Source: an optimization exercise on an open RTL-to-GDS flow (aim: small area and a short achievable clock period). Production flows keep margins and buffers that such runs may drop. At most, simulation tests tie the RTL to the original design; equivalence was not proved. Power is estimated from default activity; no workload was simulated.

==> flow/design.v (excerpt) <==
module quireDotApb (
  input  logic        clk,
  input  logic        rst,
  input  logic        psel,
  input  logic        penable,
  input  logic        pwrite,
  input  logic [7:0]  paddr,
  input  logic [31:0] pwdata,
  output logic [31:0] prdata,
  output logic        pready,
  output logic        pslverr
);
  localparam logic [7:0] RegOpA = 8'h00;
  localparam logic [7:0] RegOpB = 8'h04;
  localparam logic [7:0] RegCtrl = 8'h08;
  localparam logic [7:0] RegResult = 8'h0C;
  logic setup;
  logic hitA, hitB, hitC, hitR;
  logic rstQ, clrQ;
  logic wrA, wrB;
  logic accNext;
  logic doAcc;
  logic [15:0] stg;
  logic [15:0] opA, opB;
  logic dNaR, dZero, dSign;
  logic [12:0] dSig;
  logic [6:0] dK;
  logic aNaR, aZero, aSign, bNaR, bZero, bSign;
  logic [12:0] aSig, bSig;
  logic [6:0] aK, bK;
  logic [47:0] prod;
  logic [2:0] shiftHi;
  logic neg, nar, kill;
  logic [47:0] tProd;
  logic [7:0] tPlace;
  logic [7:0] tFill;
  logic [7:0] place, covered;
  logic tNeg, tNaR;
  logic [127:0] quire;
  logic quireNaR;
  logic [15:0] result;
  logic [15:0] rdata;
  logic err;
  assign setup = psel && !penable;
  assign hitA = (paddr == RegOpA);
  assign hitB = (paddr == RegOpB);
  assign hitC = (paddr == RegCtrl);
  assign hitR = (paddr == RegResult);
  always_ff @(posedge clk) begin
    rstQ <= rst;
    clrQ <= rst || (setup && pwrite && hitC && pwdata[0]);
    wrA <= setup && pwrite && hitA;
    wrB <= setup && pwrite && hitB;
    stg <= pwdata[15:0];
  end
  qdDecode dec (.in(stg), .isNaR(dNaR), .isZero(dZero), .sign(dSign), .sig(dSig), .k(dK));
  always_ff @(posedge clk) begin
    if (rstQ) begin
      opA <= '0;
      aNaR <= 1'b0;
      aZero <= 1'b1;
    end else if (wrA) begin
      opA <= stg;
      aNaR <= dNaR;
      aZero <= dZero;
    end
    if (rstQ) begin
      opB <= '0;
      bNaR <= 1'b0;
      bZero <= 1'b1;
    end else if (wrB) begin
      opB <= stg;
      bNaR <= dNaR;
      bZero <= dZero;
    end
    if (wrA) begin
      aSign <= dSign;
      aSig <= dSig;
      aK <= dK;
    end
    if (wrB) begin
      bSign <= dSign;
      bSig <= dSig;
      bK <= dK;
    end
  end
  qdTerm term (
    .aNaR, .aZero, .aSign, .aSig, .aK,
    .bNaR, .bZero, .bSign, .bSig, .bK,
    .hold(rstQ),
    .prod, .shiftHi, .neg, .nar, .kill
  );
  ...
Settings: LEC_CHECK=0, ABC_AREA=1, CAP_MARGIN=20, CORE_MARGIN=2, CORE_UTILIZATION=65, PLACE_DENSITY=0.8, SLEW_MARGIN=20; clock period 22.0 ns.
standard.sh (not shown) runs the stock make flow with config.mk's settings and CLKGATE_MAP_FILE= SYNTH_SCRIPT=/design/flow/synth_recipe.tcl, a recipe that flattens the netlist after the stock synthesis.
==> flow/flow/run.sh <==
#!/bin/bash
set -euo pipefail
bash standard.sh SETUP_SLACK_MARGIN=16.2 "BUFFER_PORTS_ARGS=-buffer_cell sky130_fd_sc_hd__buf_2" finish > standard.log 2>&1
Then changed:
--- a/flow/design.v
+++ b/flow/design.v
@@ -472,21 +472,21 @@
   assign {fc124, fs124} = {1'b0, fc102} + {1'b0, fs103} + {1'b0, fs80};
   assign {fc125, fs125} = {1'b0, fc103} + {1'b0, fs104} + {1'b0, fs82};
   assign {fc126, fs126} = {1'b0, fc104} + {1'b0, fs105} + {1'b0, fs84};
   assign {fc127, fs127} = {1'b0, fc105} + {1'b0, fs106} + {1'b0, fs86};
   assign {fc128, fs128} = {1'b0, fc106} + {1'b0, fs107} + {1'b0, fs88};
   assign {fc129, fs129} = {1'b0, fc107} + {1'b0, fs108} + {1'b0, pp[12][9]};
   assign {fc130, fs130} = {1'b0, fc108} + {1'b0, fs109} + {1'b0, pp[12][10]};
   assign {fc131, fs131} = {1'b0, fc109} + {1'b0, pp[11][12]} + {1'b0, pp[12][11]};
   assign r0 = {1'b0, fc131, fc130, fc129, fc128, fc127, fc126, fc125, fc124, fc123, fc122, fc121, fc120, fc119, fc118, fc117, fc116, fc115, fc114, fc113, fc112, fc111, hc110, hs110, pp[0][1], pp[0][0]};
   assign r1 = {1'b0, pp[12][12], fs131, fs130, fs129, fs128, fs127, fs126, fs125, fs124, fs123, fs122, fs121, fs120, fs119, fs118, fs117, fs116, fs115, fs114, fs113, fs112, fs111, pp[2][0], pp[1][0], 1'b0};
-  qdAdd #(.W(26)) fin (.a(r0), .b(r1), .ci(1'b0), .inv(inv), .s(p));
+  qdAddKS #(.W(26)) fin (.a(r0), .b(r1), .ci(1'b0), .inv(inv), .s(p));
 endmodule
 `timescale 1ns/1ps
 module qdAccum (
   input  logic         clk,
   input  logic         clear,
   input  logic         acc,
   input  logic [47:0]  prod,
   input  logic [7:0]   fill,
   input  logic [7:0]   place,
   input  logic         neg,
@@ -544,20 +544,55 @@
     for (int l = L - 2; l >= 0; l--) begin
       for (int i = (3 << l) - 1; i < W; i += (2 << l)) begin
         g[i] = g[i] | (p[i] & g[i - (1 << l)]);
         p[i] = p[i] & p[i - (1 << l)];
       end
     end
     c = {g[W-2:0], ci};
     s = p0 ^ {W{inv}} ^ c;
   end
 endmodule
+module qdAddKS #(
+  parameter int W = 26
+) (
+  input  logic [W-1:0] a,
+  input  logic [W-1:0] b,
+  input  logic         ci,
+  input  logic         inv,
+  output logic [W-1:0] s
+);
+  localparam int L = $clog2(W);
+  logic [W-1:0] p0, g0;
+  logic [W-1:0] g, p, gn, pn;
+  logic [W-1:0] c;
+  always_comb begin
+    p0 = a ^ b;
+    g0 = a & b;
+    g = g0;
+    p = p0;
+    g[0] = g0[0] | (p0[0] & ci);
+    for (int l = 0; l < L; l++) begin
+      gn = g;
+      pn = p;
+      for (int i = 0; i < W; i++) begin
+        if (i >= (1 << l)) begin
+          gn[i] = g[i] | (p[i] & g[i - (1 << l)]);
+          pn[i] = p[i] & p[i - (1 << l)];
+        end
+      end
+      g = gn;
+      p = pn;
+    end
+    c = {g[W-2:0], ci};
+    s = p0 ^ {W{inv}} ^ c;
+  end
+endmodule
 `timescale 1ns/1ps
 module qdRound (
   input  logic [127:0] quire,
   input  logic         quireNaR,
   output logic [15:0]  result
 );
   logic s;
   logic [83:0] v;
   logic posBig, negBig, big, tiny, isZero;
   logic [5:0] aPos, aNeg, a;
Outcome: The new run produced a clean layout; sequential cell count does not change; sequential share of layout area climbs by 0.44 points; die area went down by 1.7%; setup slack improves by 0.36 ns; area after synthesis fell by 1.7%; power shrinks by 1.0%; sequential power hardly moves; worst hold slack stays flat; utilization decreases by 0.62 points.
Only the layout flow was run in the first run of this note; the RTL was not checked for function there.

========
== pepper ==
Another version of the RTL of quireDotApb (not shown whole).
Size in the first run: about 5,000 cells after synthesis, about 79 I/O pins, roughly 0.033 sq mm of cells after synthesis.
==> module qdAccum, before the edit <==
module qdAccum (
  input  logic         clk,
  input  logic         clear,
  input  logic [40:0]  prod,
  input  logic [7:0]   place,
  input  logic         neg,
  input  logic         termNaR,
  output logic [127:0] quire,
  output logic         quireNaR
);
  logic [127:0] aligned;
  logic [127:0] sum;
  always_comb begin
    aligned = '0;
    for (int j = 0; j < 8; j++) begin
      aligned = aligned | (({87'd0, prod} << (16 * j)) & {128{place[j]}});
    end
  end
  qdAddHC #(.W(128)) add (.a(quire), .b(aligned ^ {128{neg}}), .ci(neg), .s(sum));
  always_ff @(posedge clk) begin
    if (clear) begin
      quire <= '0;
      quireNaR <= 1'b0;
    end else begin
      quire <= sum;
      quireNaR <= quireNaR | termNaR;
    end
  end
endmodule
==> module qdAddHC, before the edit <==
module qdAddHC #(
  parameter int W = 128
) (
  input  logic [W-1:0] a,
  input  logic [W-1:0] b,
  input  logic         ci,
  output logic [W-1:0] s
);
  localparam int L = $clog2(W);
  logic [W-1:0] p0, g0;
  logic [W-1:0] g, p, gn, pn;
  logic [W-1:0] c;
  always_comb begin
    p0 = a ^ b;
    g0 = a & b;
    g = g0;
    p = p0;
    g[0] = g0[0] | (p0[0] & ci);
    for (int i = 1; i < W; i += 2) begin
      g[i] = g[i] | (p[i] & g[i-1]);
      p[i] = p[i] & p[i-1];
    end
    for (int l = 1; l < L; l++) begin
      gn = g;
      pn = p;
      for (int i = 1; i < W; i += 2) begin
        if (i - (1 << l) >= 0) begin
          gn[i] = g[i] | (p[i] & g[i - (1 << l)]);
          pn[i] = p[i] & p[i - (1 << l)];
        end
      end
      g = gn;
      p = pn;
    end
    for (int i = 2; i < W; i += 2) begin
      g[i] = g[i] | (p[i] & g[i-1]);
    end
    c = {g[W-2:0], ci};
    s = p0 ^ c;
  end
endmodule
==> module quireDotApb, before the edit <==
module quireDotApb (
  input  logic        clk,
  input  logic        rst,
  input  logic        psel,
  input  logic        penable,
  input  logic        pwrite,
  input  logic [7:0]  paddr,
  input  logic [31:0] pwdata,
  output logic [31:0] prdata,
  output logic        pready,
  output logic        pslverr
);
  localparam logic [7:0] RegOpA = 8'h00;
  localparam logic [7:0] RegOpB = 8'h04;
  localparam logic [7:0] RegCtrl = 8'h08;
  localparam logic [7:0] RegResult = 8'h0C;
  logic setup;
  logic hitA, hitB, hitC, hitR;
  logic rstQ, clrQ;
  logic wrA, wrB;
  logic accNext;
  logic [15:0] stg;
  logic [15:0] opA, opB;
  logic dNaR, dZero, dSign;
  logic [12:0] dSig;
  logic [6:0] dK;
  logic aNaR, aZero, aSign, bNaR, bZero, bSign;
  logic [12:0] aSig, bSig;
  logic [6:0] aK, bK;
  logic [40:0] prod;
  logic [2:0] shiftHi;
  logic neg, nar;
  logic [40:0] tProd;
  logic [7:0] tPlace;
  logic tNeg, tNaR;
  logic [127:0] quire;
  logic quireNaR;
  logic [15:0] result;
  logic [15:0] rdata;
  logic err;
  assign setup = psel && !penable;
  assign hitA = (paddr == RegOpA);
  assign hitB = (paddr == RegOpB);
  assign hitC = (paddr == RegCtrl);
  assign hitR = (paddr == RegResult);
  always_ff @(posedge clk) begin
    rstQ <= rst;
    clrQ <= rst || (setup && pwrite && hitC && pwdata[0]);
    wrA <= setup && pwrite && hitA;
    wrB <= setup && pwrite && hitB;
    stg <= pwdata[15:0];
  end
  qdDecode dec (.in(stg), .isNaR(dNaR), .isZero(dZero), .sign(dSign), .sig(dSig), .k(dK));
  always_ff @(posedge clk) begin
    if (rstQ) begin
      opA <= '0;
      aNaR <= 1'b0;
      aZero <= 1'b1;
    end else if (wrA) begin
      opA <= stg;
      aNaR <= dNaR;
      aZero <= dZero;
    end
    if (rstQ) begin
      opB <= '0;
      bNaR <= 1'b0;
      bZero <= 1'b1;
    end else if (wrB) begin
      opB <= stg;
      bNaR <= dNaR;
      bZero <= dZero;
    end
    if (wrA) begin
      aSign <= dSign;
      aSig <= dSig;
      aK <= dK;
    end
    if (wrB) begin
      bSign <= dSign;
      bSig <= dSig;
      bK <= dK;
    end
  end
  qdTerm term (
    .aNaR, .aZero, .aSign, .aSig, .aK,
    .bNaR, .bZero, .bSign, .bSig, .bK,
    .hold(rstQ),
    .prod, .shiftHi, .neg, .nar
  );
  assign accNext = setup && pwrite && hitC && pwdata[1];
  always_ff @(posedge clk) begin
    tProd <= prod;
    tPlace <= accNext ? (8'd1 << shiftHi) : 8'd0;
    tNeg <= accNext && neg;
    tNaR <= accNext && nar;
  end
  qdAccum accum (
    .clk, .clear(clrQ),
    .prod(tProd), .place(tPlace), .neg(tNeg), .termNaR(tNaR),
    .quire, .quireNaR
  );
  qdRound round (.quire, .quireNaR, .result);
  always_ff @(posedge clk) begin
    rdata <= rstQ ? 16'h0000 : hitA ? opA : hitB ? opB : hitR ? result : 16'h0000;
    err <= !(hitA || hitB || hitC || hitR) || (pwrite && hitR);
  end
  assign prdata = {16'h0000, rdata};
  assign pready = 1'b1;
  assign pslverr = err;
endmodule
make LEC_CHECK=0 ABC_AREA=1 CAP_MARGIN=20 CORE_MARGIN=2 CORE_UTILIZATION=50 PLACE_DENSITY=0.65 SETUP_SLACK_MARGIN=0.5 SLEW_MARGIN=20 finish   # period 22.0 ns
run.sh (not shown) runs the stock make flow with config.mk's settings and CLKGATE_MAP_FILE= SYNTH_SCRIPT=/design/flow/synth_recipe.tcl, a recipe that flattens the netlist after the stock synthesis.
Stock flow here: none of the scripts above is used.
diff inputs: pepper => fjord
-- flow/design.v --
<<< pepper, line 484
  input  logic         clear,
  input  logic [40:0]  prod,
  input  logic [7:0]   place,
  input  logic         neg,
  input  logic         termNaR,
>>> fjord, line 484
  input  logic         clear,
  input  logic [40:0]  prod,
  input  logic [2:0]   shiftHi,
  input  logic         neg,
  input  logic         termNaR,
<<< pepper, line 492
  logic [127:0] aligned;
  logic [127:0] sum;
  always_comb begin
    aligned = '0;
    for (int j = 0; j < 8; j++) begin
      aligned = aligned | (({87'd0, prod} << (16 * j)) & {128{place[j]}});
    end
  end
  qdAddHC #(.W(128)) add (.a(quire), .b(aligned ^ {128{neg}}), .ci(neg), .s(sum));
  always_ff @(posedge clk) begin
    if (clear) begin
>>> fjord, line 492
  logic [127:0] aligned;
  logic [127:0] sum;
  assign aligned = {87'd0, prod} << {shiftHi, 4'b0000};
  qdAdd #(.W(128)) add (.a(quire), .b(aligned ^ {128{neg}}), .ci(neg), .s(sum));
  always_ff @(posedge clk) begin
    if (clear) begin
<<< pepper, line 538
        p[i] = p[i] & p[i - (1 << l)];
      end
    end
    c = {g[W-2:0], ci};
    s = p0 ^ c;
  end
endmodule
module qdAddHC #(
  parameter int W = 128
) (
  input  logic [W-1:0] a,
  input  logic [W-1:0] b,
  input  logic         ci,
  output logic [W-1:0] s
);
  localparam int L = $clog2(W);
  logic [W-1:0] p0, g0;
  logic [W-1:0] g, p, gn, pn;
  logic [W-1:0] c;
  always_comb begin
    p0 = a ^ b;
    g0 = a & b;
    g = g0;
    p = p0;
    g[0] = g0[0] | (p0[0] & ci);
    for (int i = 1; i < W; i += 2) begin
      g[i] = g[i] | (p[i] & g[i-1]);
      p[i] = p[i] & p[i-1];
    end
    for (int l = 1; l < L; l++) begin
      gn = g;
      pn = p;
      for (int i = 1; i < W; i += 2) begin
        if (i - (1 << l) >= 0) begin
          gn[i] = g[i] | (p[i] & g[i - (1 << l)]);
          pn[i] = p[i] & p[i - (1 << l)];
        end
      end
      g = gn;
      p = pn;
    end
    for (int i = 2; i < W; i += 2) begin
      g[i] = g[i] | (p[i] & g[i-1]);
    end
    c = {g[W-2:0], ci};
>>> fjord, line 533
        p[i] = p[i] & p[i - (1 << l)];
      end
    end
    c = {g[W-2:0], ci};
<<< pepper, line 789
  logic neg, nar;
  logic [40:0] tProd;
  logic [7:0] tPlace;
  logic tNeg, tNaR;
  logic [127:0] quire;
>>> fjord, line 743
  logic neg, nar;
  logic [40:0] tProd;
  logic [2:0] tShift;
  logic tNeg, tNaR;
  logic [127:0] quire;
<<< pepper, line 847
  assign accNext = setup && pwrite && hitC && pwdata[1];
  always_ff @(posedge clk) begin
    tProd <= prod;
    tPlace <= accNext ? (8'd1 << shiftHi) : 8'd0;
    tNeg <= accNext && neg;
    tNaR <= accNext && nar;
>>> fjord, line 801
  assign accNext = setup && pwrite && hitC && pwdata[1];
  always_ff @(posedge clk) begin
    tProd <= accNext ? prod : '0;
    tShift <= shiftHi;
    tNeg <= accNext && neg;
    tNaR <= accNext && nar;
<<< pepper, line 854
  qdAccum accum (
    .clk, .clear(clrQ),
    .prod(tProd), .place(tPlace), .neg(tNeg), .termNaR(tNaR),
    .quire, .quireNaR
  );
>>> fjord, line 808
  qdAccum accum (
    .clk, .clear(clrQ),
    .prod(tProd), .shiftHi(tShift), .neg(tNeg), .termNaR(tNaR),
    .quire, .quireNaR
  );
==> run summary <==
- fjord against pepper: routed length per instance shows a reduction of about 5.5%, number of fill cells down 0.39%, area share of and/or/nand/nor cells after synthesis up 2.1 points, vertical die dimension down 2.6 um, total design power went up about 60%.
- fjord ends up with a combined area of the multi-input logic cells that is 1.8% lower than in pepper.
- fjord vs pepper, xor and xnor fraction of the mapped netlist area went up by 0.57 points.
- Looking at switching share of total power across fjord and pepper, the one that comes out lower is pepper.
No run of this note included a check of the RTL's function; only the layout flow was run.

[port drivers added, routing unchanged]
How much do the figures lean on ideal ports? The routed layouts below were timed once more, with nothing changed but the port constraints. Step 1: set_driving_cell puts a clkbuf_16 on clk and a buf_2 on each other input, an assumption about the parent block. Step 2 moves the port delays by t, midway between the first and last clock arrival at a register: inputs arrive t later, outputs are due t later. That takes back most of the time a late clock gives input paths. a / b / c = ideal / step 1 / step 2; a / b = the first two.
| run | t, ns | slack for setup (ns) | slew at the worst register clock pin (ns) |
|---|---|---|---|
| the first run of note 1 | 0.623 | 15.936 / 15.936 / 15.795 | 0.07 / 0.07 |
| the second run of note 1 | 0.609 | 16.291 / 16.291 / 15.815 | 0.06 / 0.06 |
| pepper | 0.614 | 14.189 / 14.189 / 14.189 | 0.07 / 0.07 |
| fjord | 0.621 | 13.616 / 13.616 / 13.616 | 0.07 / 0.07 |
After both steps setup and hold are still met in every run listed. For the second run of note 1, which loses most, drivers alone change the setup slack by 0.000 ns; drivers and shift together by -0.476 ns.
